This design comes from an exercise in tuning for small area and a short achievable clock period on the open sky130 flow, not from production work. The RTL was checked by simulation tests, not by an equivalence proof against the original design.

Setup of the reference run:
==> module reg_predec, before the edit <==
module reg_predec (
	input  logic [4:0] r,
	output logic [3:0] lo,
	output logic [7:0] hi
);
	always_comb begin
		for (int j = 0; j < 4; j++) lo[j] = (r[1:0] == j[1:0]);
		for (int k = 0; k < 8; k++) hi[k] = (r[4:2] == k[2:0]);
	end
endmodule
==> module reg_sel, before the edit <==
module reg_sel (
	input  logic lo,
	input  logic hi,
	input  logic valid,
	output logic sel
);
	assign sel = lo & hi & valid;
endmodule
==> module decode_stage, before the edit <==
module decode_stage (
	input  logic                clk,
	input  logic                reset_n,
	input  mips_pkg::word_t     instr,
	input  mips_pkg::word_t     pc_plus4,
	output logic [31:1]         rs_sel,
	output logic [31:1]         rt_sel,
	input  logic [31:0][3:0]    rs_part,
	input  logic [31:0][3:0]    rt_part,
	input  logic [31:1]         rf_valid,
	input  mips_pkg::reg_addr_t ex_wb_addr,
	input  mips_pkg::word_t     wb_data,
	output mips_pkg::ctrl_t     id_ctrl,
	output mips_pkg::word_t     id_rs_val,
	output mips_pkg::word_t     id_rt_val,
	output logic [1:0]          id_rs_byp,    
	output logic [1:0]          id_rt_byp,
	output mips_pkg::reg_addr_t id_wb_addr,
	output logic [15:0]         id_imm,
	output mips_pkg::word_t     id_pc,
	output logic                id_rst    
);
	logic [5:0] opcode;
	logic [5:0] funct;
	logic fn_ok;
	logic is_r, is_lw, is_sw, is_beq;
	mips_pkg::ctrl_t ctrl;
	mips_pkg::reg_addr_t wb_addr;
	mips_pkg::reg_addr_t rs;
	mips_pkg::reg_addr_t rt;
	logic byp1_rs, byp1_rt, byp2_rs, byp2_rt;
	mips_pkg::word_t rs_val, rt_val;
	assign opcode = instr[31:26];
	assign funct = instr[5:0];
	assign rs = instr[25:21];
	assign rt = instr[20:16];
	assign fn_ok = (funct == mips_pkg::fn_add) || (funct == mips_pkg::fn_sub) ||
		(funct == mips_pkg::fn_and) || (funct == mips_pkg::fn_or) ||
		(funct == mips_pkg::fn_slt);
	assign is_r = (opcode == mips_pkg::op_rtype) && fn_ok;
	assign is_lw = (opcode == mips_pkg::op_lw);
	assign is_sw = (opcode == mips_pkg::op_sw);
	assign is_beq = (opcode == mips_pkg::op_beq);
	always_comb begin
		ctrl = '0;
		ctrl.alu_src = is_lw | is_sw;
		ctrl.alu_sub = is_beq | (is_r & ((funct == mips_pkg::fn_sub) || (funct == mips_pkg::fn_slt)));
		ctrl.alu_and = is_r & (funct == mips_pkg::fn_and);
		ctrl.alu_or = is_r & (funct == mips_pkg::fn_or);
		ctrl.alu_slt = is_r & (funct == mips_pkg::fn_slt);
		ctrl.mem_read = is_lw;
		ctrl.mem_write = is_sw;
		ctrl.branch = is_beq;
	end
	assign wb_addr = is_r ? instr[15:11] : (is_lw ? rt : 5'd0);
	assign byp1_rs = (id_wb_addr != 5'd0) && (id_wb_addr == rs);
	assign byp1_rt = (id_wb_addr != 5'd0) && (id_wb_addr == rt);
	assign byp2_rs = !byp1_rs && (ex_wb_addr != 5'd0) && (ex_wb_addr == rs);
	assign byp2_rt = !byp1_rt && (ex_wb_addr != 5'd0) && (ex_wb_addr == rt);
	logic [3:0] rs_lo, rt_lo;
	logic [7:0] rs_hi, rt_hi;
	reg_predec u_rs_pre (.r (rs), .lo (rs_lo), .hi (rs_hi));
	reg_predec u_rt_pre (.r (rt), .lo (rt_lo), .hi (rt_hi));
	for (genvar i = 1; i < 32; i++) begin : g_sel
		reg_sel u_rs (.lo (rs_lo[i % 4]), .hi (rs_hi[i / 4]), .valid (rf_valid[i]), .sel (rs_sel[i]));
		reg_sel u_rt (.lo (rt_lo[i % 4]), .hi (rt_hi[i / 4]), .valid (rf_valid[i]), .sel (rt_sel[i]));
	end
	for (genvar b = 0; b < 32; b++) begin : g_val
		rd_merge u_rs (
			.part   (rs_part[b]),
			.wb     (wb_data[b]),
			.use_rf (!byp1_rs && !byp2_rs),
			.use_wb (byp2_rs),
			.val    (rs_val[b])
		);
		rd_merge u_rt (
			.part   (rt_part[b]),
			.wb     (wb_data[b]),
			.use_rf (!byp1_rt && !byp2_rt),
			.use_wb (byp2_rt),
			.val    (rt_val[b])
		);
	end
	always_ff @(posedge clk) begin
		id_rst <= !reset_n;
		id_rs_val <= rs_val;
		id_rt_val <= rt_val;
		id_imm <= instr[15:0];
		id_pc <= pc_plus4;
	end
	always_ff @(posedge clk) begin
		if (!reset_n) begin
			id_ctrl <= '0;
			id_rs_byp <= '0;
			id_rt_byp <= '0;
			id_wb_addr <= '0;
		end else begin
			id_ctrl <= ctrl;
			id_rs_byp <= {byp1_rs & id_ctrl.mem_read, byp1_rs & !id_ctrl.mem_read};
			id_rt_byp <= {byp1_rt & id_ctrl.mem_read, byp1_rt & !id_ctrl.mem_read};
			id_wb_addr <= wb_addr;
		end
	end
endmodule
==> flow/config.mk <==
export PLATFORM = sky130hd
export DESIGN_NAME = datapath_top
export DESIGN_NICKNAME = datapath_top
export VERILOG_FILES = /design/flow/design.v
export SDC_FILE = /design/flow/constraint.sdc
export NUM_CORES = 4
export LEC_CHECK = 0
export CAP_MARGIN = 20
export CORE_MARGIN = 2
export CORE_UTILIZATION = 40
export SETUP_SLACK_MARGIN = 4.5
export SLEW_MARGIN = 20
export SYNTH_HIERARCHICAL = 1
==> flow/constraint.sdc <==
create_clock -name core_clock -period 7.5 [get_ports {clk}]
set_input_delay 1.5000 -clock core_clock [delete_from_list [all_inputs] [get_ports {clk}]]
set_output_delay 1.5000 -clock core_clock [all_outputs]
set_load 0.01 [all_outputs]
standard.sh (not shown) runs the stock make flow with config.mk's settings and CLKGATE_MAP_FILE= SYNTH_SCRIPT=/design/flow/synth_recipe.tcl, a recipe that flattens the netlist after the stock synthesis.
==> flow/flow/run.sh <==
#!/bin/bash
# The standard flow, with plain buffers (not delay cells) on the ports, the
# resizer free to swap cell footprints, and a clock tree of smaller buffers
# without dummy loads. synthesis runs unchanged first.
set -euo pipefail
bash standard.sh synth > flow_synth.log 2>&1
bash standard.sh MATCH_CELL_FOOTPRINT=0 \
  "BUFFER_PORTS_ARGS=-buffer_cell sky130_fd_sc_hd__buf_2" \
  "CTS_ARGS=-sink_clustering_enable -repair_clock_nets -dont_use_dummy_load -buf_list sky130_fd_sc_hd__clkbuf_8" \
  finish > flow_layout.log 2>&1
Input-level comparison between the trial run and the reference run:
--- a/flow/design.v
+++ b/flow/design.v
@@ -99,22 +99,4 @@
 endmodule
 `timescale 1ns/1ps
-module reg_predec (
-	input  logic [4:0] r,
-	output logic [3:0] lo,
-	output logic [7:0] hi
-);
-	always_comb begin
-		for (int j = 0; j < 4; j++) lo[j] = (r[1:0] == j[1:0]);
-		for (int k = 0; k < 8; k++) hi[k] = (r[4:2] == k[2:0]);
-	end
-endmodule
-module reg_sel (
-	input  logic lo,
-	input  logic hi,
-	input  logic valid,
-	output logic sel
-);
-	assign sel = lo & hi & valid;
-endmodule
 module rd_merge (
 	input  logic [3:0] part,
@@ -185,11 +167,9 @@
 	assign byp2_rs = !byp1_rs && (ex_wb_addr != 5'd0) && (ex_wb_addr == rs);
 	assign byp2_rt = !byp1_rt && (ex_wb_addr != 5'd0) && (ex_wb_addr == rt);
-	logic [3:0] rs_lo, rt_lo;
-	logic [7:0] rs_hi, rt_hi;
-	reg_predec u_rs_pre (.r (rs), .lo (rs_lo), .hi (rs_hi));
-	reg_predec u_rt_pre (.r (rt), .lo (rt_lo), .hi (rt_hi));
-	for (genvar i = 1; i < 32; i++) begin : g_sel
-		reg_sel u_rs (.lo (rs_lo[i % 4]), .hi (rs_hi[i / 4]), .valid (rf_valid[i]), .sel (rs_sel[i]));
-		reg_sel u_rt (.lo (rt_lo[i % 4]), .hi (rt_hi[i / 4]), .valid (rf_valid[i]), .sel (rt_sel[i]));
+	always_comb begin
+		for (int i = 1; i < 32; i++) begin
+			rs_sel[i] = rf_valid[i] && (rs == i[4:0]);
+			rt_sel[i] = rf_valid[i] && (rt == i[4:0]);
+		end
 	end
 	for (genvar b = 0; b < 32; b++) begin : g_val
### Flow results
Summary — count of nets after finishing, the trial run relative to the reference run: higher, by 62. Count of H-tree levels built during CTS: the trial run vs the reference run identical. Compared with the reference run, the trial run ends up with a larger final cell area. Looking at gate count after technology mapping, the trial run sits above the reference run. [compare] base=the reference run new=the trial run: final critical delay including setup and external delays went down; final wirelength went up. Of the reference run and the trial run, the higher met3 layer wire length in the routed design belongs to the trial run.

==> what the ideal ports hide <==
No port has a modelled driver above. Below, the same layouts with a new extraction and two added sets of constraints. Step 1, drivers: a clkbuf_16 drives clk and a buf_2 each remaining input, both assumed. Step 2, shift: input delay + t, output delay - t, t = (earliest + latest rising clock arrival at the registers) / 2. This alone moves slack from input paths to output paths. Slacks: ideal / step 1 / step 2; pairs: ideal / step 1.
run | shift t [ns] | setup slack, ns | hold WS [ns] | worst slew at a driven data input, ns
the reference run | 0.960 | 4.223 / 4.223 / 3.515 | 0.430 / 0.430 / 0.430 | 0.15
the trial run | 0.968 | 4.283 / 4.283 / 3.433 | 0.433 / 0.433 / 0.433 | 0.12
After both steps every run listed still meets setup and hold. For the trial run, which loses most, drivers alone change the setup slack by 0.000 ns; drivers and shift together by -0.850 ns.
